This is an optimization exercise on Yosys and OpenROAD, whose aim is small area and a short achievable clock period, not a production implementation.
In this exercise RTL edits were held to simulation tests only and were not proved equivalent to the original.
Power and IR drop assume default switching activity.

===== design/flow/flow/run.sh =====
#!/bin/bash
# Standard layout, with fast port buffers and timing repair aimed below the clock period.
set -euo pipefail
export BUFFER_PORTS_ARGS="-buffer_cell sky130_fd_sc_hd__buf_2"
export SETUP_SLACK_MARGIN=6.3
bash standard.sh > standard.log 2>&1

===== design/flow/standard.sh =====
#!/bin/bash
# synth_recipe.tcl (not shown) runs the flow's synth.tcl, then flattens the netlist and writes it again
# the make line also repeats each setting of config.mk as NAME=value (left out here)
make -C /OpenROAD-flow-scripts/flow DESIGN_CONFIG=/design/flow/config.mk WORK_HOME=/design/flow/orfs CLKGATE_MAP_FILE= SYNTH_SCRIPT=/design/flow/synth_recipe.tcl "${@:-finish}"

===== design/flow/config.mk =====
export PLATFORM = sky130hd
export DESIGN_NAME = poker_eval_top
export DESIGN_NICKNAME = poker_eval_top
export VERILOG_FILES = /design/flow/design.v
export SDC_FILE = /design/flow/constraint.sdc
export NUM_CORES = 4
export LEC_CHECK = 0
export ABC_AREA = 1
export CAP_MARGIN = 20
export CORE_MARGIN = 2
export CORE_UTILIZATION = 40
export SLEW_MARGIN = 20

===== design/flow/constraint.sdc =====
create_clock -name core_clock -period 10.0 [get_ports {clk}]
set_input_delay 2.0000 -clock core_clock [delete_from_list [all_inputs] [get_ports {clk}]]
set_output_delay 2.0000 -clock core_clock [all_outputs]
set_load 0.01 [all_outputs]

===== design/flow/design.v =====
package poker_pkg;
    localparam int NUM_RANKS   = 13;
    localparam int NUM_SUITS   = 4;
    localparam int HOLE_CARDS  = 2;
    localparam int BOARD_CARDS = 5;
    localparam int RUN_LEN     = 5;
    localparam logic [3:0] CARD_MIN = 4'd2;
    localparam logic [3:0] CARD_MAX = 4'd14;
    localparam logic [4:0] CAT_ROYAL          = 5'd31;
    localparam logic [4:0] CAT_STRAIGHT_FLUSH = 5'd30;
    localparam logic [4:0] CAT_FOUR           = 5'd29;
    localparam logic [4:0] CAT_FULL_HOUSE     = 5'd28;
    localparam logic [4:0] CAT_FLUSH          = 5'd27;
    localparam logic [4:0] CAT_STRAIGHT       = 5'd26;
    localparam logic [4:0] CAT_THREE          = 5'd25;
    localparam logic [4:0] CAT_TWO_PAIR       = 5'd24;
    localparam logic [4:0] CAT_HIGH           = 5'd0;
    localparam logic [4:0] PAIR_BASE          = 5'd10;   
    localparam logic [3:0] HC_ROYAL          = 4'd0;
    localparam logic [3:0] HC_STRAIGHT_FLUSH = 4'd1;
    localparam logic [3:0] HC_FOUR           = 4'd2;
    localparam logic [3:0] HC_FULL_HOUSE     = 4'd3;
    localparam logic [3:0] HC_FLUSH          = 4'd4;
    localparam logic [3:0] HC_STRAIGHT       = 4'd5;
    localparam logic [3:0] HC_THREE          = 4'd6;
    localparam logic [3:0] HC_TWO_PAIR       = 4'd7;
    localparam logic [3:0] HC_PAIR           = 4'd8;
    localparam logic [3:0] HC_HIGH           = 4'd9;
endpackage
`timescale 1ns/1ns
module poker_eval_top (
    input  logic        clk,
    input  logic        rst_n,
    input  logic        in_valid,
    input  logic [11:0] hole_cards,
    input  logic [29:0] board_cards,
    output logic        out_valid,
    output logic [17:0] score
);
    function automatic logic [3:0] ge4of7(input logic [6:0] x);
        logic a1, a2, a3, a4, b1, b2, b3;
        a1 = |x[3:0];
        a2 = (x[0] | x[1]) & (x[2] | x[3]) | (x[0] & x[1]) | (x[2] & x[3]);
        a3 = (x[0] & x[1]) & (x[2] | x[3]) | (x[2] & x[3]) & (x[0] | x[1]);
        a4 = &x[3:0];
        b1 = |x[6:4];
        b2 = (x[4] & x[5]) | (x[6] & (x[4] | x[5]));
        b3 = &x[6:4];
        ge4of7 = {a4 | (a3 & b1) | (a2 & b2) | (a1 & b3),
                  a3 | b3 | (a2 & b1) | (a1 & b2),
                  a2 | b2 | (a1 & b1),
                  a1 | b1};
    endfunction
    function automatic logic [2:0] ge7of7(input logic [6:0] x);
        logic a2, a3, a4, b1, b2, b3;
        a2 = (x[0] | x[1]) & (x[2] | x[3]) | (x[0] & x[1]) | (x[2] & x[3]);
        a3 = (x[0] & x[1]) & (x[2] | x[3]) | (x[2] & x[3]) & (x[0] | x[1]);
        a4 = &x[3:0];
        b1 = |x[6:4];
        b2 = (x[4] & x[5]) | (x[6] & (x[4] | x[5]));
        b3 = &x[6:4];
        ge7of7 = {a4 & b3, (a4 & b2) | (a3 & b3), (a4 & b1) | (a3 & b2) | (a2 & b3)};
    endfunction
    function automatic logic [12:0] rank_hot(input logic [3:0] n);
        logic [12:0] h;
        for (int k = 0; k < 13; k++) h[k] = (n == 4'(k + 2));
        h[0]  = !n[3] && !n[2] && !n[0];
        h[1]  = !n[3] && !n[2] && n[0];
        h[12] = n[3] && n[2] && n[1];
        rank_hot = h;
    endfunction
    logic [41:0] cards;
    logic [12:0] dh [7];                 
    logic [1:0]  fs;                     
    logic [6:0]  inf;                    
    logic [2:0]  fcnt;                   
    logic        flush_d, clr1_d, clr2_d;
    logic [12:0] c0_d, c1_d, c2_d, fm_d;
    assign cards = {board_cards, hole_cards};
    always_comb begin
        logic [6:0] b0, b1;
        logic [3:0] g0, g1;
        for (int i = 0; i < 7; i++)
            dh[i] = rank_hot(cards[6*i+2 +: 4]);
        for (int i = 0; i < 7; i++) begin
            b0[i] = cards[6*i];
            b1[i] = cards[6*i+1];
        end
        g0    = ge4of7(b0);
        g1    = ge4of7(b1);
        fs    = {g1[3], g0[3]};
        for (int i = 0; i < 7; i++) inf[i] = (cards[6*i +: 2] == fs);
        fcnt    = ge7of7(inf);
        flush_d = fcnt[0];
        clr1_d  = !flush_d || fcnt[1];
        clr2_d  = !flush_d || fcnt[2];
        for (int k = 0; k < 13; k++) begin
            logic [1:0] a, b, c;
            a = 2'(dh[0][k]) + 2'(dh[1][k]) + 2'(dh[2][k]);
            b = 2'(dh[3][k]) + 2'(dh[4][k]) + 2'(dh[5][k]);
            c = 2'(a[0]) + 2'(b[0]) + 2'(dh[6][k]);
            fm_d[k] = (dh[0][k] & inf[0]) | (dh[1][k] & inf[1]) | (dh[2][k] & inf[2]) | (dh[3][k] & inf[3]) |
                      (dh[4][k] & inf[4]) | (dh[5][k] & inf[5]) | (dh[6][k] & inf[6]);
            c0_d[k] = c[0];
            c1_d[k] = a[1] | b[1] | c[1];
            c2_d[k] = (a[1] & b[1]) | (a[1] & c[1]) | (b[1] & c[1]);
        end
    end
    logic [12:0] c0, c1, c2, fm;     
    logic        flush, clr1, clr2;
    logic        s1_valid;
    always_ff @(posedge clk) begin
        c0    <= c0_d;
        c1    <= c1_d;
        c2    <= c2_d;
        fm    <= fm_d;
        flush <= flush_d;
        clr1  <= clr1_d;
        clr2  <= clr2_d;
    end
    always_ff @(posedge clk or negedge rst_n) begin
        if (!rst_n) s1_valid <= 1'b0;
        else        s1_valid <= in_valid;
    end
    logic [12:0] m, sg, pr, tr, qd;     
    assign m  = flush ? fm : (c0 | c1);   
    assign sg = c0 & ~c1;
    assign pr = c1 & ~c0 & ~c2;
    assign tr = c0 & c1;
    assign qd = c2;
    function automatic logic [3:0] hi_enc(input logic [12:0] x);
        logic [3:0] e;
        e = '0;
        for (int r = 0; r < 13; r++) if (x[r]) e = 4'(r + 1);
        hi_enc = e;
    endfunction
    function automatic logic [3:0] lo_enc(input logic [12:0] x);
        logic [3:0] e;
        e = '0;
        for (int r = 12; r >= 0; r--) if (x[r]) e = 4'(r + 1);
        lo_enc = e;
    endfunction
    function automatic logic [3:0] enc(input logic [12:0] x);
        logic [3:0] e;
        e = '0;
        for (int r = 0; r < 13; r++) if (x[r]) e = e | 4'(r + 1);
        enc = e;
    endfunction
    function automatic logic [38:0] above3(input logic [12:0] x);
        logic [12:0] one, two, thr;
        for (int r = 0; r < 13; r++) one[r] = |(x >> (r + 1));
        for (int r = 0; r < 13; r++) two[r] = |((x & one) >> (r + 1));
        for (int r = 0; r < 13; r++) thr[r] = |((x & two) >> (r + 1));
        above3 = {thr, two, one};
    endfunction
    logic [8:0]  win;
    logic        run_found;
    logic [12:0] run_low;
    always_comb begin
        for (int lo = 0; lo < 9; lo++) win[lo] = &m[lo +: 5];
        run_found = |win | (&{m[12], m[3:0]});
        run_low   = {4'b0, win & ~{1'b0, win[8:1]}};
    end
    logic [12:0] top5;
    always_comb begin
        logic [12:0] any_b, two_b;
        for (int k = 0; k < 13; k++) any_b[k] = |(m & ((13'd1 << k) - 13'd1));
        for (int k = 0; k < 13; k++) two_b[k] = |(m & any_b & ((13'd1 << k) - 13'd1));
        for (int k = 0; k < 13; k++)
            top5[k] = m[k] && !(clr1 && !any_b[k]) && !(clr2 && any_b[k] && !two_b[k]);
    end
    function automatic logic [3:0] xor_enc(input logic [12:0] x);
        logic [3:0] e;
        for (int b = 0; b < 4; b++) begin
            logic [12:0] sel;
            for (int r = 0; r < 13; r++) sel[r] = ((r + 1) >> b) & 1;
            e[b] = ^(x & sel);
        end
        xor_enc = e;
    endfunction
    logic        any_q, any_t, any_p, two_t, two_p;
    logic [3:0]  q_e, t_hi, t_2, p_hi, p_2, k4, s1, s2, s3;
    logic        is_four, is_fh, is_three, is_tp, is_pair;
    always_comb begin
        logic [38:0] sa, pa, ta;
        any_q = |qd;
        any_t = |tr;
        any_p = |pr;
        ta    = above3(tr);
        pa    = above3(pr);
        sa    = above3(sg);
        q_e   = enc(qd);
        t_hi  = hi_enc(tr);
        t_2   = enc(tr & ta[12:0]);                      
        p_hi  = hi_enc(pr);
        p_2   = enc(pr & pa[12:0] & ~pa[25:13]);         
        k4    = hi_enc(m & ~qd);
        two_t = |(tr & ta[12:0]);
        two_p = |(pr & pa[12:0]);
        s1    = hi_enc(sg | (pr & pa[25:13]));
        s2    = enc(sg & sa[12:0] & ~sa[25:13]);
        s3    = enc(sg & sa[25:13] & ~sa[38:26]);
        is_four  = any_q;
        is_fh    = !any_q && any_t && (two_t || any_p);
        is_three = any_t;
        is_tp    = two_p;
        is_pair  = any_p;
    end
    logic [4:0]  cat_d;
    logic [12:0] tb_d;
    always_comb begin
        logic nf, s_roy, s_sf, s_fl, s_four, s_fh, s_st, s_three, s_tp, s_pair, s_hi;
        nf      = !flush;
        s_roy   = flush && win[8];
        s_sf    = flush && run_found && !win[8];
        s_fl    = flush && !run_found;
        s_four  = nf && is_four;
        s_fh    = nf && is_fh;
        s_st    = nf && !is_four && !is_fh && run_found;
        s_three = nf && !is_four && !is_fh && !run_found && is_three;
        s_tp    = nf && !run_found && !any_t && is_tp;
        s_pair  = nf && !any_q && !run_found && !any_t && !two_p && any_p;
        s_hi    = nf && !run_found && !any_t && !any_p && !any_q;
        cat_d = ({5{s_roy}}   & 5'd31) | ({5{s_sf}}  & 5'd30) | ({5{s_four}} & 5'd29) |
                ({5{s_fh}}    & 5'd28) | ({5{s_fl}}  & 5'd27) | ({5{s_st}}   & 5'd26) |
                ({5{s_three}} & 5'd25) | ({5{s_tp}}  & 5'd24) |
                ({5{s_pair}}  & (5'd10 + {1'b0, p_hi}));
        tb_d  = ({13{s_sf | s_st}}  & run_low) |
                ({13{s_fl | s_hi}}  & top5) |
                ({13{s_four}}       & {q_e, k4, 5'd0}) |
                ({13{s_fh}}         & {t_hi, two_t ? t_2 : p_hi, 5'd0}) |
                ({13{s_three}}      & {t_hi, s1, s2, 1'b0}) |
                ({13{s_tp}}         & {p_hi, p_2, s1, 1'b0}) |
                ({13{s_pair}}       & {s1, s2, s3, 1'b0});
    end
    always_ff @(posedge clk or negedge rst_n) begin
        if (!rst_n) begin
            score     <= '0;
            out_valid <= 1'b0;
        end else begin
            out_valid <= s1_valid;
            if (s1_valid) score <= {cat_d, tb_d};
        end
    end
endmodule

==> run notes, run 1 <==
* Final hold violations at 0
* Worst hold stages at 2
* Clock power frac at 21.9%
* Drt wl/cell at 17.98 µm
* Post-synthesis sequential area ratio at 21.02%
* Worst rel slew slack at 50.60%
* Post-synthesis cell count at 1215
* Power Density at 172.3 nW/µm²
* Die area at 20160 µm²
* GRT Overall Usage at 26.99%
* IO Pins at 64
* Via count of the routed design at 8431
* Dpl ws at 5768 ps
* Core region area at 18710 µm²
* Final Util at 48.22%
* Hold WS at 474.3 ps
* Die Ht at 142.0 µm
* Net Sw Power at 0.7056 mW
* Maximum clock path buffer count at 2
* Fill count at 1926
* Combinational power share at 52.9%
* Flop2flop setup slack at 6550 ps
* Global route total overflow at 0
* Flop pwr share at 25.2%
* Status: complete, no violations
* Post-Route WL at 27.71 mm
* Worst skew pair latency at 340 ps
* Proportion of layout cells with a drive suffix above 1 at 16.14%
* Flops & latches, synth at 75
* Fmax at 269.5 MHz
* Setup crit end kind: flip-flop
* Async SR Flop Fraction at 26.67%
* Setup TNS at 0 ps
* Cell area after synthesis at 7617 µm²
* Clock root buffer: clkbuf_16
* Pre-antenna DRT Iters at 7
* Slew @ Worst Pin at 731.8 ps
* Post-route cell area at 9020 µm²
* Post-synth top flop: dfxtp_1
* Worst clock skew at 7.912 ps
* VDD IR-drop max at 0.00008073 V
* Diode count at 0
* Critical R2R Capture: score[6]$_DFFE_PN0P_
* First-pass GRT wire length at 41.55 mm
* CTS tree: done
* Design Power at 1.555 mW
* Die Wd at 142.0 µm
* Vias per cell at 5.471
* Synthesis-to-layout area growth at 18.41%
* Largest net degree at the start of global routing at 30
* Avg Cell Area, Syn at 6.269 µm²
* Initial Util at 40.72%
* Tmin final at 3711 ps
* Final Instance Count excl. Fillers at 1541
* Min-delay src: score[11]$_DFFE_PN0P_
* Port Buffers at 63
* Crit share post-route at 37.11%
* Leakage at 4.279 nW
* Post-synth EDFFs at 0
* Post-Place Cell Area at 8200 µm²
* Crit path DAT at 3930 ps
* Setup violators final at 0
* Vias in the first global route at 7651
* Reg-to-reg startpoint: flush$_DFF_P_
* Worst Setup Path Type: primary input to flip-flop
* DRC violations left at 0
* Placed insts at 1495
* Post-DP HPWL at 22.94 mm
* Area of the multi-input gates at 5509 µm²
* Initial DRC Count at 669
* PnR worst setup slack at 6289 ps
* Final Wtd Congestion at 1.012
* Seq. cell area at 1603 µm²
* Htree depth at 3
* Post-DRT Antenna Nets at 0
* Slew Limit Fails at 0
* Switching Share at 45.39%
* Netlist cell types at 59
* Req. time, crit path at 10220 ps
* Syn. warnings at 2
* Clock slew at reported path FFs at 60 ps
* # clock sinks at 75
* Hold WC Path Type: flip-flop to flip-flop
* Num rows at 50
* Reg2reg path depth at 16
* Hold EP: score[11]$_DFFE_PN0P_
* Internal power at 0.8490 mW
* Syn Nets at 1300
* Nets at 1387
* CP Launch Type: primary input
* Max-cap viol count at 0
* Num CTS Buffers at 9
* Antenna violations before repair at 0
* Largest fanout on the critical path at 13
* RSZ-0062 raised after global routing: true
placed cells by master (no fill, tap or decap), types with 16 or more instances in the layout:
| cell type | instances |
|---|---|
| nand2_1 | 306 |
| dfxtp_1 | 54 |
| nor2_1 | 157 |
| nor3_1 | 21 |
| buf_4 | 25 |
| inv_1 | 178 |
| a21oi_1 | 51 |
| o22ai_1 | 30 |
| fa_1 | 39 |
| dfrtp_1 | 20 |
| buf_2 | 63 |
| nor2_2 | 16 |
| o21ai_0 | 36 |
| nand3_1 | 110 |
metal layers:
| metal | vias up | track usage, % | part of all wire (%) |
|---|---|---|---|
| li1 | 4170 | - | - |
| met1 | 3830 | 34.49 | 43 |
| met2 | 348 | 44.75 | 46 |
| met3 | 83 | 2.692 | 4.9 |
| met4 | 0 | 15.11 | 6.0 |
| met5 | - | 0 | 0 |
power by group through the flow:
| stage | combinational, mW | sequential [mW] | clock, mW |
|---|---|---|---|
| after CTS | 0.751 | 0.391 | 0.346 |
| after floorplan | 0.505 | 0.408 | 0 |
| after detailed placement | 0.742 | 0.397 | 0 |
| after global routing | 0.904 | 0.397 | 0.358 |
| final | 0.822 | 0.391 | 0.341 |
| after global placement | 0.744 | 0.395 | 0 |
sequential cells by signal (all words and copies together) (netlist names):
signal	cells
c2	13
flush	1
out_valid	1
s1_valid	1
c1	13
c0	13
clr1	1
fm	13
score	18
clr2	1
Yosys cell counts (5+ instances only):
cell type	count	area (µm²)
nand2_2	7	43.79
xor2_1	5	43.79
inv_2	7	26.28
dfxtp_1	55	1101
o21ai_0	38	190.2
a21oi_1	52	260.3
nor2_1	169	634.4
dfrtp_1	20	500.5
nor4_1	6	37.54
nor2_2	5	31.28
inv_1	180	675.7
nand3_1	111	555.5
clkbuf_1	12	45.04
o21a_1	7	52.55
or2_2	9	56.30
nand2_1	317	1190
o22ai_1	30	187.7
nand4_1	10	62.56
xnor2_1	10	87.58
fa_1	39	780.8
a31o_2	5	43.79
o2111ai_1	15	131.4
nor3_1	22	110.1
nor2_4	6	67.56
a31oi_1	7	43.79
o221ai_1	9	78.83
worst max path at each step:
stage / startpoint / to / slack [ps] / cells after the start
6_report: hole_cards[1] / fm[5]$_DFF_P_ / 6290 / 11
5_1_grt: hole_cards[1] / clr1$_DFF_P_ / 6240 / 14
4_1_cts: hole_cards[6] / fm[3]$_DFF_P_ / 6290 / 11
3_5_place_dp: hole_cards[6] / fm[3]$_DFF_P_ / 5770 / 11
3_3_place_gp: hole_cards[7] / fm[5]$_DFF_P_ / 5780 / 9
2_1_floorplan: board_cards[12] / fm[5]$_DFF_P_ / 6290 / 7
critical path, cell delays in order:
cell	delay [ps]
buf_2	160
nor2_2	60
nor2_1	200
o311ai_2	160
o2111ai_4	170
buf_12	170
xor2_1	160
inv_1	100
nand2_4	160
o22ai_1	90
or4_1	470
cell type report:
| cell class | instances | area share, % |
|---|---|---|
| inverter | 190 | 8.004 |
| clock inverter | 5 | 0.8600 |
| multi-input combinational | 934 | 61.08 |
| clock buffer | 11 | 2.580 |
| tap | 234 | 3.246 |
| sequential | 75 | 17.77 |
| timing repair buffer | 92 | 6.464 |
repair_timing:
| action | 4_1_cts | 5_1_grt |
|---|---|---|
| setup buffers | 0 | 28 |
| cloned | 0 | 2 |
| setup endpoints to repair | 14 | 24 |
| gates resized for setup | 9 | 39 |
| pin swaps | 0 | 18 |
| hold buffers | 0 | 0 |
cells by family after synthesis:
family / after synthesis / share of synthesized area, %
AND/OR/NAND/NOR: 679 / 38.88
buffers and inverters: 208 / 10.58
AO/OA/AOI/OAI: 198 / 17.38
flip-flops: 75 / 21.03
adder cells (fa/ha/maj): 40 / 10.41
XOR/XNOR: 15 / 1.725
==> run 2, diff against run 1 <==
==> design/flow/flow/run.sh (replaced) <==
#!/bin/bash
# Standard layout, with fast port buffers and timing repair aimed below the clock period.
set -euo pipefail
export BUFFER_PORTS_ARGS="-buffer_cell sky130_fd_sc_hd__buf_2"
export SETUP_SLACK_MARGIN=6
bash standard.sh > standard.log 2>&1
--- a/design/flow/config.mk
+++ b/design/flow/config.mk
@@ -10,3 +10,4 @@
 export CORE_MARGIN = 2
 export CORE_UTILIZATION = 40
+export PLACE_DENSITY = 0.7
 export SLEW_MARGIN = 20
==> run 2 against run 1 <==
  * Critical path depth is 1 lower
  * Global-route usage fell by 1.2 points
  * Area after synthesis unchanged
  * Combinational power decreased by 8.9%
  * Non-clock buffer count shrank 25
  * Sequential share of layout area up 1.1 points
  * Via count down 1.6%
  * Largest power group unchanged
  * Still clean
  * Setup slack worse by 31 ps
==> run notes, run 2 <==
* Worst clock skew at 6.842 ps (-1.071 ps)
* Avg Cell Area, Syn at 6.269 µm² (unchanged)
* Crit-path max cell delay at 500 ps (+30 ps)
* Met3 global-route usage at 2.995% (+0.30 points)
* Clock slew at reported path FFs at 60 ps (about the same)
* Hold WC Path Type: flip-flop to flip-flop
* Setup violators final at 0 (unchanged)
* Largest Register: score
* Worst skew pair latency at 350 ps (about the same)
* Post-Route WL at 25.51 mm (-7.9%)
* Fill count at 1969 (+2.2%)
* Syn. warnings at 2 (unchanged)
* Max reg flops at 18 (unchanged)
* Commonest non-fill, non-tap cell in the layout: nand2_1
* Worst hold stages at 2 (unchanged)
* Synthesis-to-layout area growth at 11.60%
* Post-synth top flop: dfxtp_1
* GRT Overall Usage at 25.83% (-1.2 points)
* GR Util met2 at 43.48% (-1.3 points)
* Setup crit end kind: flip-flop
* Post-synthesis sequential area ratio at 21.02% (unchanged)
* Vias per cell at 5.479 (+0.14%)
* Slew Limit Fails at 0 (unchanged)
* Hold WS at 474.8 ps (+0.4620 ps)
* Async SR Flop Fraction at 26.67% (unchanged)
* DRC violations left at 0 (unchanged)
* Post-DP HPWL at 21.68 mm (-5.5%)
* CP Launch Type: primary input
* RSZ-0062 raised after global routing: true
* Max-cap viol count at 0 (unchanged)
* Critical R2R Capture: score[6]$_DFFE_PN0P_
* Final hold violations at 0 (unchanged)
* Hold EP: score[11]$_DFFE_PN0P_
* Proportion of layout cells with a drive suffix above 1 at 11.88% (-4.3 points)
* VDD IR-drop max at 0.00006477 V (-20%)
* Vias in the first global route at 7780 (+1.7%)
* Post-synth EDFFs at 0 (unchanged)
* Slowest library cell on the worst path: or4_1
* Post-synthesis cell count at 1215 (unchanged)
* Port Buffers at 63 (unchanged)
* Reg-to-reg startpoint: flush$_DFF_P_
* Initial DRC Count at 853 (+28%)
* Num CTS Buffers at 9 (unchanged)
* Drt wl/cell at 16.85 µm (-6.3%)
* GRT Max-Usage Layer: met2
* Die Ht at 142.0 µm (unchanged)
* CP dominant cell by count: nand2_1
* Crit share post-route at 37.41% (+0.31 points)
* Die area at 20160 µm² (unchanged)
* Count leader, synth: nand2_1
* IO Pins at 64 (unchanged)
* Pre-antenna DRT Iters at 6 (-1)
* Largest fanout on the critical path at 7 (-6)
* Core region area at 18710 µm² (unchanged)
* Setup TNS at 0 ps (unchanged)
* Fmax at 267.3 MHz (-0.83%)
* Worst rel slew slack at 31.72% (-19 points)
* Syn Nets at 1300 (unchanged)
* Synth top area cells: nand2_1, dfxtp_1, fa_1
* Worst Setup Path Type: primary input to flip-flop
* First-pass GRT wire length at 40.52 mm (-2.5%)
* Power Density at 169.9 nW/µm² (-1.4%)
* Tmin final at 3741 ps (+30.90 ps)
* Reg2reg path depth at 14 (-2)
* Clock root buffer: clkbuf_16
* Global route total overflow at 0 (unchanged)
* # clock sinks at 75 (unchanged)
* Final Wtd Congestion at 1.030 (+1.8%)
* M1 GR Usage at 33.75% (-0.73 points)
* Htree depth at 3 (unchanged)
* Worst-path cell chain: buf_2 > nand2_1 > nand2_1 > o21ai_1 > o2111ai_4 > xor2_1 > nand2_2 > buf_4 > o22ai_1 > or4_1
* Cell area after synthesis at 7617 µm² (unchanged)
* Post-DRT Antenna Nets at 0 (unchanged)
* Min-delay src: score[11]$_DFFE_PN0P_
* Flops & latches, synth at 75 (unchanged)
* Status: complete, no violations
* Diode count at 0 (unchanged)
* Initial Util at 40.72% (unchanged)
* Via count of the routed design at 8295 (-1.6%)
* Antenna violations before repair at 0 (unchanged)
* Req. time, crit path at 10220 ps (about the same)
* Synth area leader: nand2_1
* Commonest cells after routing, fill and taps aside: nand2_1, inv_1, nor2_1
* Maximum clock path buffer count at 2 (unchanged)
* Die Wd at 142.0 µm (unchanged)
* Leakage at 4.046 nW (-5.4%)
* CTS tree: done
* Synth cell count leaders: nand2_1, inv_1, nor2_1, nand3_1, dfxtp_1
* Netlist cell types at 59 (unchanged)
* Slew @ Worst Pin at 1016 ps (+284.0 ps)
* Synth top area share at 15.62% (unchanged)
* Num rows at 50 (unchanged)
* Nets at 1360 (-1.9%)
* Crit path DAT at 3960 ps (+30 ps)
* Flop2flop setup slack at 6340 ps (-210 ps)
* Largest net degree at the start of global routing at 30 (unchanged)
## run 2: cell counts after synthesis
Identical to the previous run, type by type.
## run 2: how the worst max path moves through the flow
| stage | cells past startpoint | to | start |
|---|---|---|---|
| 6_report | 10 | fm[8]$_DFF_P_ | hole_cards[7] |
| 5_1_grt | 13 | clr1$_DFF_P_ | board_cards[1] |
| 4_1_cts | 7 | fm[5]$_DFF_P_ | board_cards[12] |
| 3_5_place_dp | 7 | fm[5]$_DFF_P_ | board_cards[12] |
| 3_3_place_gp | 7 | fm[5]$_DFF_P_ | board_cards[12] |
| 2_1_floorplan | 7 | fm[5]$_DFF_P_ | board_cards[13] |
## run 2: cell families after synthesis
logic type	count (synthesis)	synth area share, %
simple gates	679	38.88
buf+inv	208	10.58
compound gates	198	17.38
flops	75	21.03
fa+ha+maj	40	10.41
xor+xnor	15	1.725
## run 2: report_power, final
group | internal, mW | total [mW] | switching, mW
clock network | 0.169 | 0.300 | 0.131
logic | 0.236 | 0.749 | 0.514
registers | 0.357 | 0.395 | 0.0376
## run 2: repair_timing
item                                   in CTS  in global routing
resized for setup                           5                 11
endpoints found under the hold margin       0                  0
setup endpoints to repair                   3                 14
gates cloned                                0                  0
hold buffers                                0                  0
buffers inserted                            0                  4
pin swaps                                   0                  1
## run 2: layer usage
metal  routed length, µm  part of all wire, %
met2               11850                   46
met4                 952                  3.7
met1               11180                   44
met5                   0                    0
met3                1530                  6.0
## run 2: critical path: cells and delay by family
family,cells,cell delay [ps]
AND/OR/NAND/NOR,4,880
AO/OA/AOI/OAI,3,550
XOR/XNOR,1,230
buffers and inverters,2,300
## run 2: final cells by class
cell class	count	area, µm²	share of cell area, %
multi-input cells	932	5269	61.98
flip-flops and latches	75	1602	18.84
inverters	190	715.7	8.419
repair buffers	67	345.3	4.062
well taps	234	292.8	3.444
clock buffers	9	225.2	2.649
clock inverters	7	51.30	0.6035
## run 2: metrics by stage
step	area, µm²	util [%]	std cells	power (mW)	setup slack (ps)
floorplan	7617	-	1215	0.9074	6029
global placement	8135	43.49	1494	1.119	5711
detailed placement	8135	43.49	1494	1.126	5599
CTS	8424	45.04	1510	1.429	6053
global route	8501	45.44	1514	1.555	5981
finish	8501	45.44	1514	1.445	6259
==> run 3, diff against run 2 <==
==> design/flow/flow/run.sh (replaced) <==
#!/bin/bash
# Standard layout, with fast port buffers and timing repair aimed below the clock period.
set -euo pipefail
export BUFFER_PORTS_ARGS="-buffer_cell sky130_fd_sc_hd__buf_2"
export SETUP_SLACK_MARGIN=5.7
bash standard.sh > standard.log 2>&1
--- a/design/flow/config.mk
+++ b/design/flow/config.mk
@@ -10,4 +10,3 @@
 export CORE_MARGIN = 2
 export CORE_UTILIZATION = 40
-export PLACE_DENSITY = 0.7
 export SLEW_MARGIN = 20
==> run 3 against run 2 <==
  * Count of clock-buffer cells in the layout up 2
  * Critical path depth fell by 1
  * Sequential cell count is the same
  * Cell count fell by 0.33%
  * Largest power group unchanged
  * Hold slack gained 0.86 ps
  * Still clean
==> run notes, run 3 <==
* Pre-antenna DRT Iters at 6 (unchanged)
* Post-DP HPWL at 23.23 mm (+7.1%)
* Count leader, synth: nand2_1
* Max-cap viol count at 0 (unchanged)
* Post-synth top flop: dfxtp_1
* Initial Util at 40.72% (unchanged)
* Flops & latches, synth at 75 (unchanged)
* Cell area after synthesis at 7617 µm² (unchanged)
* Commonest non-fill, non-tap cell in the layout: nand2_1
* PnR worst setup slack at 5886 ps (-372.9 ps)
* IO Pins at 64 (unchanged)
* Async SR Flop Fraction at 26.67% (unchanged)
* Post-synth EDFFs at 0 (unchanged)
* Htree depth at 3 (unchanged)
* GRT Overall Usage at 27.55% (+1.7 points)
* Post-synthesis cell count at 1215 (unchanged)
* Synth top area cells: nand2_1, dfxtp_1, fa_1
* Setup Fix Bufs, Post-CTS at 0 (unchanged)
* Synth area leader: nand2_1
* Setup TNS at 0 ps (unchanged)
* Crit share post-route at 41.14% (+3.7 points)
* Vias in the first global route at 7808 (+0.36%)
* Syn Nets at 1300 (unchanged)
* Worst-path cell chain: buf_2 > o311ai_0 > o2111ai_2 > xor2_1 > nand2_1 > inv_1 > nand3_1 > nor4b_1 > o221ai_1
* Commonest cells after routing, fill and taps aside: nand2_1, inv_1, nor2_1
* Via count of the routed design at 8207 (-1.1%)
* CTS tree: done
* Post-synthesis sequential area ratio at 21.02% (unchanged)
* Buf/Inv on CP at 2 (unchanged)
* # clock sinks at 75 (unchanged)
* Reg2reg path depth at 15 (+1)
* Tmin final at 4114 ps (+372.9 ps)
* Flop2flop setup slack at 6310 ps (-30 ps)
* Post-DRT Antenna Nets at 0 (unchanged)
* Clock root buffer: clkbuf_16
* Critical R2R Capture: score[9]$_DFFE_PN0P_
* Leakage at 4.018 nW (-0.70%)
* Slowest library cell on the worst path: nand2_1
* Power Density at 174.5 nW/µm² (+2.7%)
* Global route total overflow at 0 (unchanged)
* Slew Limit Fails at 0 (unchanged)
* Core region area at 18710 µm² (unchanged)
* Synthesis-to-layout area growth at 10.91%
* Status: complete, no violations
* Clock slew at reported path FFs at 60 ps (about the same)
* Antenna violations before repair at 0 (unchanged)
* Final hold violations at 0 (unchanged)
* RSZ-0062 raised after global routing: false
* Netlist cell types at 59 (unchanged)
* Synth cell count leaders: nand2_1, inv_1, nor2_1, nand3_1, dfxtp_1
* Largest net degree at the start of global routing at 30 (unchanged)
* Synth top area share at 15.62% (unchanged)
* Max reg flops at 18 (unchanged)
* Hold WC Path Type: flip-flop to flip-flop
* Min-delay src: score[11]$_DFFE_PN0P_
* Nets at 1356 (-0.29%)
* Num rows at 50 (unchanged)
* Largest Register: score
* Worst Setup Path Type: primary input to flip-flop
* Final Wtd Congestion at 0.9663 (-6.2%)
* Slew @ Worst Pin at 959.6 ps (-56.07 ps)
* Req. time, crit path at 10190 ps (-30 ps)
* Worst rel slew slack at 36.02% (+4.3 points)
* First-pass GRT wire length at 42.44 mm (+4.7%)
* Initial DRC Count at 653 (-23%)
* Post_cts resized at 0 (-5)
* Die Wd at 142.0 µm (unchanged)
* Drt wl/cell at 18.00 µm (+6.8%)
* Worst skew pair latency at 340 ps (about the same)
* Setup crit end kind: flip-flop
* DRC violations left at 0 (unchanged)
* Crit-path max cell delay at 400 ps (-100 ps)
* Die Ht at 142.0 µm (unchanged)
* Diode count at 0 (unchanged)
* Post-Route WL at 27.16 mm (+6.5%)
* Crit path DAT at 4300 ps (+340 ps)
* Proportion of layout cells with a drive suffix above 1 at 10.75% (-1.1 points)
* CP Launch Type: primary input
* Worst path top cell family by delay: compound AO/OA/AOI/OAI gates
* Critical Path Source: board_cards[12]
* Largest fanout on the critical path at 12 (+5)
* Fill count at 2026 (+2.9%)
* Port Buffers at 63 (unchanged)
* Hold EP: score[11]$_DFFE_PN0P_
* Num CTS Buffers at 9 (unchanged)
* Maximum clock path buffer count at 2 (unchanged)
* Hold-fix buffer count after cts at 0 (unchanged)
* Avg Cell Area, Syn at 6.269 µm² (unchanged)
* Die area at 20160 µm² (unchanged)
* Reg-to-reg startpoint: flush$_DFF_P_
* Worst hold stages at 2 (unchanged)
* VDD IR-drop max at 0.00007499 V (+16%)
* Worst clock skew at 10.04 ps (+3.201 ps)
* Syn. warnings at 2 (unchanged)
* Setup violators final at 0 (unchanged)
* Dpl ws at 5589 ps (-10.37 ps)
* Vias per cell at 5.439 (-0.73%)
* Fmax at 243.1 MHz (-9.1%)
-- run 3: cells by family (layout without fill, tap and decap cells) --
kind of cell | Yosys count | after routing | synth area share, %
AOI/OAI and AO/OA | 198 | 198 | 17.38
DFF | 75 | 75 | 21.03
adders and majority gates | 40 | 40 | 10.41
buffers and inverters | 208 | 268 | 10.58
and+or+nand+nor | 679 | 679 | 38.88
xor gates and xnor gates | 15 | 15 | 1.725
-- run 3: worst max-delay path by stage --
stage | to | cells past startpoint | slack [ps]
2_1_floorplan | fm[5]$_DFF_P_ | 7 | 6030
3_3_place_gp | fm[5]$_DFF_P_ | 7 | 5650
3_5_place_dp | fm[5]$_DFF_P_ | 7 | 5590
4_1_cts | fm[5]$_DFF_P_ | 7 | 5940
5_1_grt | clr1$_DFF_P_ | 13 | 5720
6_report | fm[3]$_DFF_P_ | 9 | 5890
-- run 3: routing by layer --
| layer | up-vias | share of wire (%) | GRT usage [%] | routed length [µm] |
|---|---|---|---|---|
| met1 | 3752 | 44 | 34.77 | 11960 |
| li1 | 4102 | - | - | - |
| met5 | - | 0 | 0 | 0 |
| met3 | 85 | 4.3 | 2.927 | 1155 |
| met4 | 0 | 6.3 | 16.26 | 1713 |
| met2 | 268 | 45 | 45.64 | 12340 |
-- run 3: power breakdown --
group / total (mW) / switching (mW) / leakage [nW] / internal [mW]
sequential: 0.393 / 0.0359 / 0.684 / 0.357
combinational: 0.751 / 0.521 / 3.19 / 0.230
clock: 0.330 / 0.124 / 0.143 / 0.206
-- run 3: worst min-delay path: stages, from the launching register on --
cell and delay (ps):
dfrtp_1 350, o21ai_1 60, inv_1 40
-- run 3: final cells by class --
cell class	count	area [µm²]	share of cell area [%]
inverter	190	715.7	8.472
sequential	75	1602	18.96
timing repair buffer	63	315.3	3.732
multi-input combinational	932	5219	61.77
clock inverter	4	50.05	0.5924
tap	234	292.8	3.466
clock buffer	11	254.0	3.007
-- run 3: through the flow --
step	hold slack, ps	instance area [µm²]	instances	utilization [%]	power (mW)
floorplan	351.9	7617	1215	-	0.9074
finish	475.6	8448	1509	45.16	1.474
global route	518.5	8448	1509	45.16	1.576
CTS	479.4	8439	1509	45.12	1.471
global placement	453.8	8135	1494	43.49	1.136
detailed placement	464.9	8135	1494	43.49	1.137
==> run 4, diff against run 3 <==
==> design/flow/flow/run.sh (replaced) <==
#!/bin/bash
# Standard layout, with fast port buffers and timing repair aimed below the clock period.
set -euo pipefail
export BUFFER_PORTS_ARGS="-buffer_cell sky130_fd_sc_hd__buf_2"
export SETUP_SLACK_MARGIN=6
bash standard.sh > standard.log 2>&1
--- a/design/flow/config.mk
+++ b/design/flow/config.mk
@@ -10,3 +10,4 @@
 export CORE_MARGIN = 2
 export CORE_UTILIZATION = 40
+export PLACE_DENSITY = 0.85
 export SLEW_MARGIN = 20
==> run 4 against run 3 <==
  * Register-to-register slack about the same
  * Non-clock buffer count up 1
  * Core utilization up 0.21 points
  * Sequential cell count unchanged
  * Via count up 2.9%
  * Wire length down 2.0%
  * Sequential share of layout area down 0.089 points
  * First-iteration DRC count up 24%
  * Combinational power about the same
  * Cell count up 0.13%
  * Clock power down 4%
  * Clock skew down 2.3 ps
==> run notes, run 4 <==
* Power Density at 172.6 nW/µm² (-1.1%)
* Max-cap viol count at 0 (unchanged)
* Fill count at 1904 (-6.0%)
* Worst path top cell family by delay: simple AND/OR/NAND/NOR gates
* Setup crit end kind: flip-flop
* Final Instance Count excl. Fillers at 1511 (+0.13%)
* CP Launch Type: primary input
* Min-delay src: score[11]$_DFFE_PN0P_
* Num rows at 50 (unchanged)
* Diode count at 0 (unchanged)
* Final hold violations at 0 (unchanged)
* Hold-fix buffer count after cts at 0 (unchanged)
* Netlist cell types at 59 (unchanged)
* Largest Register: score
* Clock slew at reported path FFs at 60 ps (about the same)
* Post-DP HPWL at 22.17 mm (-4.6%)
* Proportion of layout cells with a drive suffix above 1 at 11.51% (+0.77 points)
* Post-route cell area at 8488 µm² (+0.47%)
* Buf/Inv on CP at 2 (unchanged)
* Die Wd at 142.0 µm (unchanged)
* Drt wl/cell at 17.62 µm (-2.1%)
* GRT Overall Usage at 26.84% (-0.71 points)
* Crit path DAT at 4050 ps (-250 ps)
* Final Util at 45.38% (+0.21 points)
* Post-synthesis sequential area ratio at 21.02% (unchanged)
* Worst-path cell chain: buf_2 > nand2_1 > nand2_1 > o21ai_1 > o2111ai_4 > xor2_1 > nand2_2 > inv_1 > nand3_1 > nor4b_1 > o221ai_1
* Commonest non-fill, non-tap cell in the layout: nand2_1
* Synth area leader: nand2_1
* Syn Nets at 1300 (unchanged)
* Core region area at 18710 µm² (unchanged)
* Leakage at 4.051 nW (+0.83%)
* Cell area after synthesis at 7617 µm² (unchanged)
* Vias in the first global route at 8021 (+2.7%)
* Htree depth at 3 (unchanged)
* Final Wtd Congestion at 1.027 (+6.3%)
* Fmax at 259.4 MHz (+6.7%)
* Die Ht at 142.0 µm (unchanged)
* Vias per cell at 5.590 (+2.8%)
* Tmin final at 3855 ps (-259.2 ps)
* Worst skew pair latency at 350 ps (about the same)
* Post-Place Cell Area at 8135 µm² (unchanged)
* Reg2reg path depth at 14 (-1)
* Hold EP: score[11]$_DFFE_PN0P_
* Post-synthesis cell count at 1215 (unchanged)
* First-pass GRT wire length at 41.71 mm (-1.7%)
* Dpl ws at 5623 ps (+34.41 ps)
* Post-synth EDFFs at 0 (unchanged)
* Setup violators final at 0 (unchanged)
* Status: complete, no violations
* Flops & latches, synth at 75 (unchanged)
* DRC violations left at 0 (unchanged)
* Largest net degree at the start of global routing at 30 (unchanged)
* RSZ-0062 raised after global routing: false
* Critical R2R Capture: score[7]$_DFFE_PN0P_
* Synth top area cells: nand2_1, dfxtp_1, fa_1
* Hold WS at 482.0 ps (+6.356 ps)
* Synth top area share at 15.62% (unchanged)
* Commonest cells after routing, fill and taps aside: nand2_1, inv_1, nor2_1
* Synthesis-to-layout area growth at 11.43%
* Global route total overflow at 0 (unchanged)
* Num CTS Buffers at 9 (unchanged)
* Worst Setup Path Type: primary input to flip-flop
* Port Buffers at 63 (unchanged)
* Reg-to-reg startpoint: flush$_DFF_P_
* Worst rel slew slack at 30.67% (-5.4 points)
* Via count of the routed design at 8447 (+2.9%)
* Setup TNS at 0 ps (unchanged)
* Largest fanout on the critical path at 12 (unchanged)
* Design Power at 1.465 mW (-0.62%)
* Post-Route WL at 26.62 mm (-2.0%)
* Async SR Flop Fraction at 26.67% (unchanged)
* Initial DRC Count at 811 (+24%)
* Nets at 1357 (+0.074%)
* Avg Cell Area, Syn at 6.269 µm² (unchanged)
* Maximum clock path buffer count at 2 (unchanged)
* IO Pins at 64 (unchanged)
* Req. time, crit path at 10200 ps (about the same)
* Syn. warnings at 2 (unchanged)
* CTS tree: done
* Crit-path max cell delay at 310 ps (-90 ps)
* Hold WC Path Type: flip-flop to flip-flop
* Clock root buffer: clkbuf_16
* Slowest library cell on the worst path: nor4b_1
* Initial Util at 40.72% (unchanged)
* Synth cell count leaders: nand2_1, inv_1, nor2_1, nand3_1, dfxtp_1
* # clock sinks at 75 (unchanged)
* Flop2flop setup slack at 6300 ps (about the same)
* Die area at 20160 µm² (unchanged)
* VDD IR-drop max at 0.00007447 V (-0.69%)
* Max reg flops at 18 (unchanged)
* CP dominant cell by count: nand2_1
* Worst clock skew at 7.750 ps (-2.292 ps)
* Post-synth top flop: dfxtp_1
* Count leader, synth: nand2_1
* Antenna violations before repair at 0 (unchanged)
* Post-DRT Antenna Nets at 0 (unchanged)
* PnR worst setup slack at 6145 ps (+259.2 ps)
* Pre-antenna DRT Iters at 5 (-1)
* Slew Limit Fails at 0 (unchanged)
* Crit share post-route at 38.55% (-2.6 points)
* Worst hold stages at 2 (unchanged)
* Slew @ Worst Pin at 1031 ps (+71.72 ps)
* Placed insts at 1494 (unchanged)
[run 4: cell counts after synthesis]
Identical to the previous run, type by type.
[run 4: worst min-delay path, stage by stage (launching register included)]
cell and delay [ps]:
dfrtp_1 350, o21ai_1 60, inv_1 40
[run 4: cell families (layout without fill, tap and decap cells)]
| logic type | count (synthesis) | count (layout) | share of synthesized area (%) |
|---|---|---|---|
| AOI/OAI and AO/OA | 198 | 198 | 17.38 |
| xor gates and xnor gates | 15 | 15 | 1.725 |
| adders and majority gates | 40 | 40 | 10.41 |
| buffers and inverters | 208 | 270 | 10.58 |
| DFF | 75 | 75 | 21.03 |
| and+or+nand+nor | 679 | 679 | 38.88 |
[run 4: cell type report]
class | instances | area [µm²] | share of cell area (%)
clock buffers | 11 | 232.7 | 2.742
well taps | 234 | 292.8 | 3.449
multi-input cells | 932 | 5269 | 62.07
inverters | 190 | 715.7 | 8.432
repair buffers | 64 | 322.8 | 3.803
flip-flops and latches | 75 | 1602 | 18.87
clock inverters | 5 | 53.80 | 0.6338
[run 4: worst max-delay path by stage]
stage	startpoint	end	slack, ps	depth (start not counted)
6_report	hole_cards[7]	fm[3]$_DFF_P_	6140	11
5_1_grt	hole_cards[0]	clr1$_DFF_P_	6000	14
4_1_cts	board_cards[13]	fm[8]$_DFF_P_	6030	7
3_5_place_dp	board_cards[13]	fm[3]$_DFF_P_	5620	8
3_3_place_gp	board_cards[13]	fm[5]$_DFF_P_	5700	7
2_1_floorplan	board_cards[13]	fm[5]$_DFF_P_	6030	7
[run 4: timing repair]
item | 4_1_cts | 5_1_grt
pin swaps | 0 | 4
setup buffers | 0 | 1
endpoints found under the setup margin | 2 | 16
gates resized for setup | 4 | 11
[run 4: metal layers]
| metal | global-route usage [%] | vias up | share of wire [%] |
|---|---|---|---|
| met2 | 43.12 | 420 | 44 |
| met1 | 33.58 | 3846 | 42 |
| li1 | - | 4103 | - |
| met5 | 0 | - | 0 |
| met4 | 14.68 | 0 | 5.5 |
| met3 | 5.888 | 78 | 8.1 |
[run 4: power by group]
group	switching [mW]	total, mW	leakage (nW)	internal, mW
Combinational	0.518	0.751	3.22	0.234
Sequential	0.0386	0.396	0.684	0.357
Clock	0.126	0.318	0.143	0.192
Total	0.682	1.47	4.05	0.783
==> run 5, diff against run 4 <==
--- a/design/flow/config.mk
+++ b/design/flow/config.mk
@@ -10,4 +10,3 @@
 export CORE_MARGIN = 2
 export CORE_UTILIZATION = 40
-export PLACE_DENSITY = 0.85
 export SLEW_MARGIN = 20
==> run 5 against run 4 <==
  * Still clean
  * Sequential share of layout area down 0.28 points
  * Combinational power up 3.1%
  * Area after synthesis unchanged
  * Critical endpoint is now fm[5]$_DFF_P_
  * Largest cell class unchanged
  * Largest power group unchanged
  * Highest routed layer unchanged
==> run notes, run 5 <==
* Largest Register: score
* Crit-path max cell delay at 490 ps (+180 ps)
* Worst Setup Path Type: primary input to flip-flop
* Htree depth at 3 (unchanged)
* Initial DRC Count at 672 (-17%)
* Maximum clock path buffer count at 2 (unchanged)
* Die area at 20160 µm² (unchanged)
* Slew @ Worst Pin at 961.4 ps (-69.96 ps)
* Clock slew at reported path FFs at 60 ps (about the same)
* Post-synth EDFFs at 0 (unchanged)
* Drt wl/cell at 18.03 µm (+2.3%)
* Worst rel slew slack at 35.91% (+5.2 points)
* Proportion of layout cells with a drive suffix above 1 at 12.09% (+0.58 points)
* Max reg flops at 18 (unchanged)
* GRT Overall Usage at 27.55% (+0.71 points)
* Fmax at 258.4 MHz (-0.40%)
* Initial Util at 40.72% (unchanged)
* First-pass GRT wire length at 42.44 mm (+1.7%)
* VDD IR-drop max at 0.00007543 V (+1.3%)
* CTS tree: done
* Vias per cell at 5.433 (-2.8%)
* Worst skew pair latency at 350 ps (about the same)
* RSZ-0062 raised after global routing: true
* Power Density at 173.8 nW/µm² (+0.69%)
* Post-synthesis cell count at 1215 (unchanged)
* # clock sinks at 75 (unchanged)
* Crit path DAT at 4070 ps (+20 ps)
* Commonest cells after routing, fill and taps aside: nand2_1, inv_1, nor2_1
* Slowest library cell on the worst path: or4_1
* Vias in the first global route at 7808 (-2.7%)
* Leakage at 4.107 nW (+1.4%)
* IO Pins at 64 (unchanged)
* Die Ht at 142.0 µm (unchanged)
* CP Launch Type: primary input
* Buf/Inv on CP at 2 (unchanged)
* Syn Nets at 1300 (unchanged)
* Largest fanout on the critical path at 11 (-1)
* Hold WC Path Type: flip-flop to flip-flop
* Setup TNS at 0 ps (unchanged)
* Syn. warnings at 2 (unchanged)
* CP dominant cell by count: nand2_1
* Count leader, synth: nand2_1
* Num rows at 50 (unchanged)
* Post-DP HPWL at 23.23 mm (+4.8%)
* Avg Cell Area, Syn at 6.269 µm² (unchanged)
* Synth top area cells: nand2_1, dfxtp_1, fa_1
* Post-DRT Antenna Nets at 0 (unchanged)
* Cell area after synthesis at 7617 µm² (unchanged)
* Synth cell count leaders: nand2_1, inv_1, nor2_1, nand3_1, dfxtp_1
* Max-cap viol count at 0 (unchanged)
* Tmin final at 3871 ps (+15.47 ps)
* Design Power at 1.498 mW (+2.2%)
* Status: complete, no violations
* Post-synthesis sequential area ratio at 21.02% (unchanged)
* Slew Limit Fails at 0 (unchanged)
* Commonest non-fill, non-tap cell in the layout: nand2_1
* Flops & latches, synth at 75 (unchanged)
* Synth area leader: nand2_1
* Post-synth top flop: dfxtp_1
* Worst path top cell family by delay: simple AND/OR/NAND/NOR gates
* Num CTS Buffers at 9 (unchanged)
* Worst clock skew at 12.85 ps (+5.096 ps)
* Global route total overflow at 0 (unchanged)
* Nets at 1363 (+0.44%)
* Crit share post-route at 38.71% (+0.15 points)
* Worst-path cell chain: buf_2 > nand2_1 > nand2_1 > o21ai_0 > o2111ai_4 > xnor2_1 > nand2_2 > buf_12 > o22ai_1 > or4_1
* Final Wtd Congestion at 0.9663 (-5.9%)
* Post-Route WL at 27.33 mm (+2.6%)
* Port Buffers at 63 (unchanged)
* Core region area at 18710 µm² (unchanged)
* Clock root buffer: clkbuf_16
* Die Wd at 142.0 µm (unchanged)
* DRC violations left at 0 (unchanged)
* Netlist cell types at 59 (unchanged)
* Largest net degree at the start of global routing at 30 (unchanged)
* Via count of the routed design at 8237 (-2.5%)
* Pre-antenna DRT Iters at 5 (unchanged)
* Setup violators final at 0 (unchanged)
* Final hold violations at 0 (unchanged)
* Synthesis-to-layout area growth at 13.12%
* Synth top area share at 15.62% (unchanged)
* Setup crit end kind: flip-flop
* Async SR Flop Fraction at 26.67% (unchanged)
* Diode count at 0 (unchanged)
* Req. time, crit path at 10200 ps (about the same)
* Hold WS at 475.2 ps (-6.784 ps)
* Antenna violations before repair at 0 (unchanged)
run 5: per-stage QoR:
step,util (%),cell area [µm²],setup WS [ps],instances
after floorplan,-,7617,6029,1215
after global placement,43.49,8135,5654,1494
after detailed placement,43.49,8135,5589,1494
after CTS,45.16,8447,5989,1509
after global routing,46.07,8617,5985,1516
final,46.07,8617,6129,1516
run 5: worst paths after layout:
check                                 startpoint               endpoint  slack [ps]  cells after the start
setup / recovery                  board_cards[7]          fm[5]$_DFF_P_        6130                     10
hold / removal             score[11]$_DFFE_PN0P_  score[11]$_DFFE_PN0P_         480                      2
setup reg to reg                   flush$_DFF_P_   score[9]$_DFFE_PN0P_        6290                     15
hold reg to reg            score[11]$_DFFE_PN0P_  score[11]$_DFFE_PN0P_         480                      2
max in group asynchronous                  rst_n   score[1]$_DFFE_PN0P_        8070                      1
min in group asynchronous                  rst_n  score[10]$_DFFE_PN0P_        1600                      1
run 5: tightest hold or removal path, delay by kind of cell (launching register included):
kind / cells / cell delay (ps)
flops: 1 / 350
compound gates: 1 / 60
buf+inv: 1 / 40
run 5: final cells by class:
type,count,area (µm²)
Fill cell,2016,10090
Multi-Input combinational cell,932,5298
Sequential cell,75,1602
Inverter,190,715.7
Timing Repair Buffer,70,405.4
Tap cell,234,292.8
Clock buffer,11,254.0
Clock inverter,4,50.05
run 5: logic make-up after synthesis:
logic type,share of synthesized area [%]
and+or+nand+nor,38.88
buffers and inverters,10.58
AOI/OAI and AO/OA,17.38
DFF,21.03
adders and majority gates,10.41
xor gates and xnor gates,1.725
run 5: where the power goes:
part	internal [mW]	switching, mW
Combinational	0.246	0.528
Sequential	0.357	0.0359
Clock	0.206	0.124
Total	0.809	0.688
run 5: per-layer routing:
layer / vias up / GRT usage, % / routed length [µm]
met5: - / 0 / 0
met4: 0 / 16.26 / 1817
met3: 89 / 2.927 / 1385
met2: 299 / 45.64 / 12360
met1: 3733 / 34.77 / 11760
li1: 4116 / - / -
run 5: what timing repair did:
item / 4_1_cts / 5_1_grt
resized for setup: 3 / 14
setup buffers: 0 / 7
hold buffers: 0 / 0
pin swaps: 0 / 5
setup endpoints to repair: 2 / 14
==> run 6, diff against run 5 <==
--- a/design/flow/flow/run.sh
+++ b/design/flow/flow/run.sh
@@ -4,3 +4,4 @@
 export BUFFER_PORTS_ARGS="-buffer_cell sky130_fd_sc_hd__buf_2"
 export SETUP_SLACK_MARGIN=6
+export RECOVER_POWER=100
 bash standard.sh > standard.log 2>&1
--- a/design/flow/config.mk
+++ b/design/flow/config.mk
@@ -10,3 +10,4 @@
 export CORE_MARGIN = 2
 export CORE_UTILIZATION = 40
+export PLACE_DENSITY = 0.7
 export SLEW_MARGIN = 20
==> run 6 against run 5 <==
  * The layout now fails its checks (capacitance limit, slew limit)
  * Maximum frequency decreased by 36%
  * Global-route usage decreased by 1.7 points
  * Highest routed layer unchanged
  * Total power decreased by 4.6%
  * Sequential power about the same
  * Largest power group unchanged
  * Synthesized cell count unchanged
  * First-iteration DRC count increased by 25%
  * Clock skew decreased by 5.7 ps
  * Area after synthesis unchanged
  * Sequential share of layout area increased by 0.46 points
  * Largest cell class unchanged
  * Critical endpoint is now score[4]$_DFFE_PN0P_
  * Die area unchanged
  * Hold slack improved by 17 ps
  * Count of clock-buffer cells in the layout decreased by 2
  * Critical path type is now flip-flop to flip-flop
==> run notes, run 6 <==
* Status: finished with violations
* Violated layout checks: capacitance limit, slew limit
* Initial Util at 40.72% (unchanged)
* CP dominant cell by count: nor2_1
* Cell area after synthesis at 7617 µm² (unchanged)
* Die area at 20160 µm² (unchanged)
* Proportion of layout cells with a drive suffix above 1 at 9.141% (-2.9 points)
* Met3 wire length at 1.577 mm (+14%)
* Diode count at 0 (unchanged)
* Async SR Flop Fraction at 26.67% (unchanged)
* Crit path to: score[4]$_DFFE_PN0P_
* Power Density at 169.9 nW/µm² (-2.2%)
* Synthesis-to-layout area growth at 10.41%
* Setup crit end kind: flip-flop
* Via count of the routed design at 8314 (+0.93%)
* Clock slew at reported path FFs at 60 ps (about the same)
* DRC violations left at 0 (unchanged)
* # clock sinks at 75 (unchanged)
* Max-cap viol count at 2 (+2)
* Setup violators final at 0 (unchanged)
* Setup TNS at 0 ps (unchanged)
* Critical Path Source: flush$_DFF_P_
* Pre-antenna DRT Iters at 5 (unchanged)
* Hold WS at 492.6 ps (+17.36 ps)
* Worst rel slew slack at -5.413% (-41 points)
* Crit path DAT at 6280 ps (+2210 ps)
* Synth top area cells: nand2_1, dfxtp_1, fa_1
* Worst-path cell chain: clkinvlp_2 > nor2_1 > a31oi_1 > clkinv_1 > nor2_1 > nand3_1 > nand2_1 > nor3_1 > nand3_1 > nor2_1 > nand2_2 > o21ai_0 > o311ai_0 > a41oi_1
* Commonest non-fill, non-tap cell in the layout: nand2_1
* Worst Setup Path Type: flip-flop to flip-flop
* Avg Cell Area, Syn at 6.269 µm² (unchanged)
* Flop2flop setup slack at 3980 ps (-2310 ps)
* Syn. warnings at 2 (unchanged)
* Largest Register: score
* Tmin final at 6017 ps (+2147 ps)
* Buf/Inv on CP at 2 (unchanged)
* Global route total overflow at 0 (unchanged)
* Post-Place Cell Area at 8135 µm² (unchanged)
* Worst hold stages at 2 (unchanged)
* Post-synth EDFFs at 0 (unchanged)
* Post-synthesis sequential area ratio at 21.02% (unchanged)
* Critical path depth in cells at 14 (+4)
* IO Pins at 64 (unchanged)
* Syn Nets at 1300 (unchanged)
* Post-Route M1 WL at 11.18 mm (-4.9%)
* Post-synthesis cell count at 1215 (unchanged)
* Slew Limit Fails at 14 (+14)
* Post-synth top flop: dfxtp_1
* Post-route cell area at 8411 µm² (-2.4%)
* Slowest library cell on the worst path: clkinvlp_2
* Leakage at 3.952 nW (-3.8%)
* Final hold violations at 0 (unchanged)
* Worst path top cell family by delay: compound AO/OA/AOI/OAI gates
* Largest fanout on the critical path at 28 (+17)
* Flops & latches, synth at 75 (unchanged)
* Crit-path max cell delay at 1260 ps (+770 ps)
* Worst clock skew at 7.138 ps (-5.708 ps)
* Count leader, synth: nand2_1
* Netlist cell types at 59 (unchanged)
* Synth cell count leaders: nand2_1, inv_1, nor2_1, nand3_1, dfxtp_1
* Routed wl met2 at 11.86 mm (-4.1%)
* Reg-to-reg startpoint: flush$_DFF_P_
* Post-Route WL at 25.60 mm (-6.3%)
* Critical R2R Capture: score[4]$_DFFE_PN0P_
* Fmax at 166.2 MHz (-36%)
* Drt wl/cell at 16.91 µm (-6.2%)
* Core region area at 18710 µm² (unchanged)
* Commonest cells after routing, fill and taps aside: nand2_1, inv_1, nor2_1
* Die Wd at 142.0 µm (unchanged)
* Synth area leader: nand2_1
* Htree depth at 3 (unchanged)
* Vias per cell at 5.491 (+1.1%)
* VDD IR-drop max at 0.00006423 V (-15%)
* Maximum clock path buffer count at 2 (unchanged)
* First-pass GRT wire length at 40.52 mm (-4.5%)
* Hold-fix buffer count after cts at 0 (unchanged)
* Largest net degree at the start of global routing at 30 (unchanged)
* Reg2reg path depth at 14 (-1)
* Top Layer Used: met4
* Synth top area share at 15.62% (unchanged)
* Initial DRC Count at 839 (+25%)
* Antenna violations before repair at 0 (unchanged)
* Req. time, crit path at 10260 ps (+60 ps)
* Clock root buffer: clkbuf_16
* CP Launch Type: flip-flop
* Num rows at 50 (unchanged)
* Post-DP HPWL at 21.68 mm (-6.7%)
* Num CTS Buffers at 9 (unchanged)
* Vias in the first global route at 7780 (-0.36%)
* CTS tree: done
* Port Buffers at 63 (unchanged)
* Hold WC Path Type: flip-flop to flip-flop
* RSZ-0062 raised after global routing: true
* GRT Overall Usage at 25.83% (-1.7 points)
* Post-DRT Antenna Nets at 0 (unchanged)
* Max reg flops at 18 (unchanged)
* Nets at 1360 (-0.22%)
* Slew @ Worst Pin at 1565 ps (+603.3 ps)
* Die Ht at 142.0 µm (unchanged)
* Crit share post-route at 60.17% (+21 points)
* Final Wtd Congestion at 1.030 (+6.6%)
* Worst skew pair latency at 340 ps (about the same)
## run 6: cell counts after synthesis
Identical to the previous run, type by type.
## run 6: routing by layer
layer,up-vias,global-route usage (%)
li1,4106,-
met1,3781,33.75
met2,361,43.48
met3,66,2.995
met4,0,10.58
met5,-,0
## run 6: cells by family after synthesis
family | share of synthesized area (%)
AND/OR/NAND/NOR | 38.88
buffers and inverters | 10.58
AO/OA/AOI/OAI | 17.38
flip-flops | 21.03
adder cells (fa/ha/maj) | 10.41
XOR/XNOR | 1.725
## run 6: layout make-up
type | count | area, µm²
fillers | 1997 | 10290
inverters | 190 | 714.4
repair buffers | 67 | 311.5
multi-input cells | 932 | 5214
clock buffers | 9 | 225.2
well taps | 234 | 292.8
flip-flops and latches | 75 | 1602
clock inverters | 7 | 51.30
## run 6: timing repair
action | in CTS | in global routing
gates resized for setup | 5 | 11
pin swaps | 0 | 1
hold endpoints to repair | 0 | 0
setup endpoints to repair | 3 | 14
setup buffers | 0 | 4
## run 6: where the power goes
| part | total, mW | leakage [nW] | switching (mW) | internal [mW] |
|---|---|---|---|---|
| combinational | 0.733 | 3.14 | 0.511 | 0.222 |
| clock | 0.300 | 0.129 | 0.131 | 0.169 |
| sequential | 0.396 | 0.684 | 0.0389 | 0.357 |
| total | 1.43 | 3.95 | 0.681 | 0.749 |
## run 6: stage by stage
stage,total power [mW],instances,utilization (%),setup slack (ps)
2_1_floorplan,0.9074,1215,-,6029
3_3_place_gp,1.119,1494,43.49,5711
3_5_place_dp,1.126,1494,43.49,5599
4_1_cts,1.429,1510,45.04,6053
5_1_grt,1.538,1514,44.96,3442
6_report,1.429,1514,44.96,3983
## run 6: worst reg2reg max path, cell delays in order, from the launching register on
cell	delay [ps]
dfxtp_1	630
clkinvlp_2	1260
nor2_1	400
a31oi_1	210
clkinv_1	210
nor2_1	110
nand3_1	180
nand2_1	80
nor3_1	160
nand3_1	260
nor2_1	230
nand2_2	90
o21ai_0	1200
o311ai_0	590
a41oi_1	330
## run 6: worst min path at each step
stage | end | start
3_3_place_gp | score[11]$_DFFE_PN0P_ | score[11]$_DFFE_PN0P_
4_1_cts | score[11]$_DFFE_PN0P_ | score[11]$_DFFE_PN0P_
5_1_grt | score[9]$_DFFE_PN0P_ | score[9]$_DFFE_PN0P_
6_report | score[11]$_DFFE_PN0P_ | score[11]$_DFFE_PN0P_
3_5_place_dp | score[11]$_DFFE_PN0P_ | score[11]$_DFFE_PN0P_
2_1_floorplan | out_valid$_DFF_PN0_ | s1_valid$_DFF_PN0_
==> run 7, diff against run 6 <==
==> design/flow/flow/run.sh (replaced) <==
#!/bin/bash
# Standard layout, with fast port buffers and timing repair aimed below the clock period.
set -euo pipefail
export BUFFER_PORTS_ARGS="-buffer_cell sky130_fd_sc_hd__buf_2"
export SETUP_SLACK_MARGIN=6.2
bash standard.sh > standard.log 2>&1
--- a/design/flow/config.mk
+++ b/design/flow/config.mk
@@ -10,4 +10,5 @@
 export CORE_MARGIN = 2
 export CORE_UTILIZATION = 40
+export CTS_BUF_LIST = sky130_fd_sc_hd__clkbuf_8
 export PLACE_DENSITY = 0.7
 export SLEW_MARGIN = 20
==> run 7 against run 6 <==
  * Now clean on timing, DRC and antenna
  * Sequential share of layout area decreased by 0.41 points
  * Die area unchanged
  * Synthesized cell count is the same
  * Non-clock buffer count up 7
  * Clock skew rose by 4.9 ps
  * Hold slack lost 14 ps
  * Via count grew 0.78%
  * First-iteration DRC count fell by 5.0%
  * Count of clock-buffer cells in the layout is the same
  * Core utilization increased by 1.0 points
  * Design area rose by 2.3%
  * Critical path type is now primary input to flip-flop
  * Critical endpoint is now fm[5]$_DFF_P_
  * Highest routed layer unchanged
==> run notes, run 7 <==
* Slew Limit Fails at 0 (-14)
* Worst Setup Path Type: primary input to flip-flop
* Async SR Flop Fraction at 26.67% (unchanged)
* M1 GR Usage at 34.34% (+0.58 points)
* Core region area at 18710 µm² (unchanged)
* Power Density at 161.4 nW/µm² (-5.0%)
* IO Pins at 64 (unchanged)
* Initial Util at 40.72% (unchanged)
* Crit path DAT at 3980 ps (-2300 ps)
* Commonest cells after routing, fill and taps aside: nand2_1, inv_1, nor2_1
* Tmin final at 3719 ps (-2298 ps)
* CTS tree: done
* Crit share post-route at 37.19% (-23 points)
* Worst skew pair latency at 370 ps (+30 ps)
* Pre-antenna DRT Iters at 6 (+1)
* Synthesis-to-layout area growth at 12.93%
* Synth top area share at 15.62% (unchanged)
* Met3 global-route usage at 3.836% (+0.84 points)
* Die area at 20160 µm² (unchanged)
* Cell area after synthesis at 7617 µm² (unchanged)
* Flop2flop setup slack at 6540 ps (+2560 ps)
* Largest net degree at the start of global routing at 30 (unchanged)
* Count leader, synth: nand2_1
* Post-route cell area at 8602 µm² (+2.3%)
* Flops & latches, synth at 75 (unchanged)
* GRT Overall Usage at 26.39% (+0.57 points)
* Num CTS Buffers at 9 (unchanged)
* Avg Cell Area, Syn at 6.269 µm² (unchanged)
* Netlist cell types at 59 (unchanged)
* Setup TNS at 0 ps (unchanged)
* CP Launch Type: primary input
* # clock sinks at 75 (unchanged)
* Clock root buffer: clkbuf_8
* VDD IR-drop max at 0.00005724 V (-11%)
* Post-synth EDFFs at 0 (unchanged)
* Post-synthesis cell count at 1215 (unchanged)
* Syn. warnings at 2 (unchanged)
* Htree depth at 3 (unchanged)
* Post-synth top flop: dfxtp_1
* Num rows at 50 (unchanged)
* Post-Route WL at 26.44 mm (+3.3%)
* Clock slew at reported path FFs at 90 ps (+30 ps)
* Largest Register: score
* Synth top area cells: nand2_1, dfxtp_1, fa_1
* Final Wtd Congestion at 0.9998 (-2.9%)
* First-pass GRT wire length at 41.02 mm (+1.2%)
* Post-DRT Antenna Nets at 0 (unchanged)
* Hold WC Path Type: flip-flop to flip-flop
* GRT Max-Usage Layer: met2
* Fmax at 268.9 MHz (+62%)
* Fill count at 1965 (-1.6%)
* GR Util met2 at 44.67% (+1.2 points)
* Global route total overflow at 0 (unchanged)
* Worst clock skew at 12.06 ps (+4.921 ps)
* Worst rel slew slack at 38.13% (+44 points)
* Post-synthesis sequential area ratio at 21.02% (unchanged)
* Die Ht at 142.0 µm (unchanged)
* Die Wd at 142.0 µm (unchanged)
* Antenna violations before repair at 0 (unchanged)
* Post-Place Cell Area at 8135 µm² (unchanged)
* Vias in the first global route at 7729 (-0.66%)
* Via count of the routed design at 8379 (+0.78%)
* DRC violations left at 0 (unchanged)
* Post-DP HPWL at 22.06 mm (+1.7%)
* RSZ-0062 raised after global routing: false
* Proportion of layout cells with a drive suffix above 1 at 13.36% (+4.2 points)
* Setup crit end kind: flip-flop
* Commonest non-fill, non-tap cell in the layout: nand2_1
* Max-cap viol count at 0 (-2)
* Status: complete, no violations
* Maximum clock path buffer count at 2 (unchanged)
* Largest fanout on the critical path at 11 (-61%)
* Port Buffers at 63 (unchanged)
* Synth area leader: nand2_1
* Synth cell count leaders: nand2_1, inv_1, nor2_1, nand3_1, dfxtp_1
* Drt wl/cell at 17.39 µm (+2.8%)
* Req. time, crit path at 10260 ps (about the same)
* Slew @ Worst Pin at 928.1 ps (-636.6 ps)
* Nets at 1367 (+0.51%)
* Syn Nets at 1300 (unchanged)
* Setup violators final at 0 (unchanged)
* Leakage at 4.110 nW (+4.0%)
* Initial DRC Count at 797 (-5.0%)
* Max reg flops at 18 (unchanged)
* Vias per cell at 5.509 (+0.32%)
* Diode count at 0 (unchanged)
* Final hold violations at 0 (unchanged)
==> run 7: cell counts after synthesis <==
Identical to the previous run, type by type.
==> run 7: path summary, 6_finish.rpt <==
kind	startpoint	endpoint	cells past startpoint
worst max-delay path	board_cards[12]	fm[5]$_DFF_P_	9
worst min-delay path	score[11]$_DFFE_PN0P_	score[11]$_DFFE_PN0P_	2
worst max register to register	flush$_DFF_P_	score[3]$_DFFE_PN0P_	18
worst min register to register	score[11]$_DFFE_PN0P_	score[11]$_DFFE_PN0P_	2
max in group asynchronous	rst_n	score[3]$_DFFE_PN0P_	1
min in group asynchronous	rst_n	score[2]$_DFFE_PN0P_	1
==> run 7: timing repair <==
| action | CTS | global route |
|---|---|---|
| pin swaps | 0 | 10 |
| buffers inserted | 0 | 11 |
| hold buffers | 0 | 0 |
| gates cloned | 0 | 0 |
| setup endpoints to repair | 5 | 17 |
| hold endpoints to repair | 0 | 0 |
| gates resized for setup | 7 | 26 |
==> run 7: power by group <==
part | switching [mW] | leakage, nW | internal [mW]
clock | 0.125 | 0.0826 | 0.0912
combinational | 0.527 | 3.34 | 0.250
sequential | 0.0379 | 0.684 | 0.357
==> run 7: layout make-up <==
| type | count | area (µm²) | area share [%] |
|---|---|---|---|
| timing repair buffer | 74 | 422.9 | 4.916 |
| tap | 234 | 292.8 | 3.404 |
| clock inverter | 7 | 51.30 | 0.5964 |
| multi-input combinational | 932 | 5390 | 62.66 |
| clock buffer | 9 | 123.9 | 1.440 |
| inverter | 190 | 718.2 | 8.349 |
| sequential | 75 | 1603 | 18.63 |
==> run 7: stage by stage <==
step | setup slack, ps | instances | hold WS (ps) | total power, mW | utilization [%]
2_1_floorplan | 6202 | 1215 | 351.9 | 0.9091 | -
3_3_place_gp | 5761 | 1494 | 456.3 | 1.123 | 43.49
3_5_place_dp | 5690 | 1494 | 467.3 | 1.129 | 43.49
4_1_cts | 6267 | 1510 | 487.0 | 1.348 | 44.52
5_1_grt | 6146 | 1521 | 505.8 | 1.490 | 45.99
6_report | 6281 | 1521 | 478.2 | 1.388 | 45.99
==> run 7: layer usage <==
metal	share of wire [%]	vias up
met3	7.4	58
met2	47	399
met1	43	3802
met4	3.4	0
met5	0	-
li1	-	4120
==> run 7: kinds of logic after synthesis <==
logic type	share of synthesized area, %
AO/OA/AOI/OAI	17.38
AND/OR/NAND/NOR	38.88
XOR/XNOR	1.725
buffers and inverters	10.58
flip-flops	21.03
adder cells (fa/ha/maj)	10.41
==> run 7: critical path, cell delays in order <==
cell	delay, ps
buf_2	120
o311ai_1	440
o2111ai_4	210
buf_4	210
xnor2_2	150
nand2_4	150
buf_4	170
o22ai_1	70
or4_1	460

Re-timed with assumed drivers on the ports (clkbuf_16 on the clock, buf_2 on other inputs), run 7 has 6.302 ns of setup slack against 6.281 ns with ideal ports, and 5.894 ns once port delays also move by the mid clock arrival of 0.407 ns.
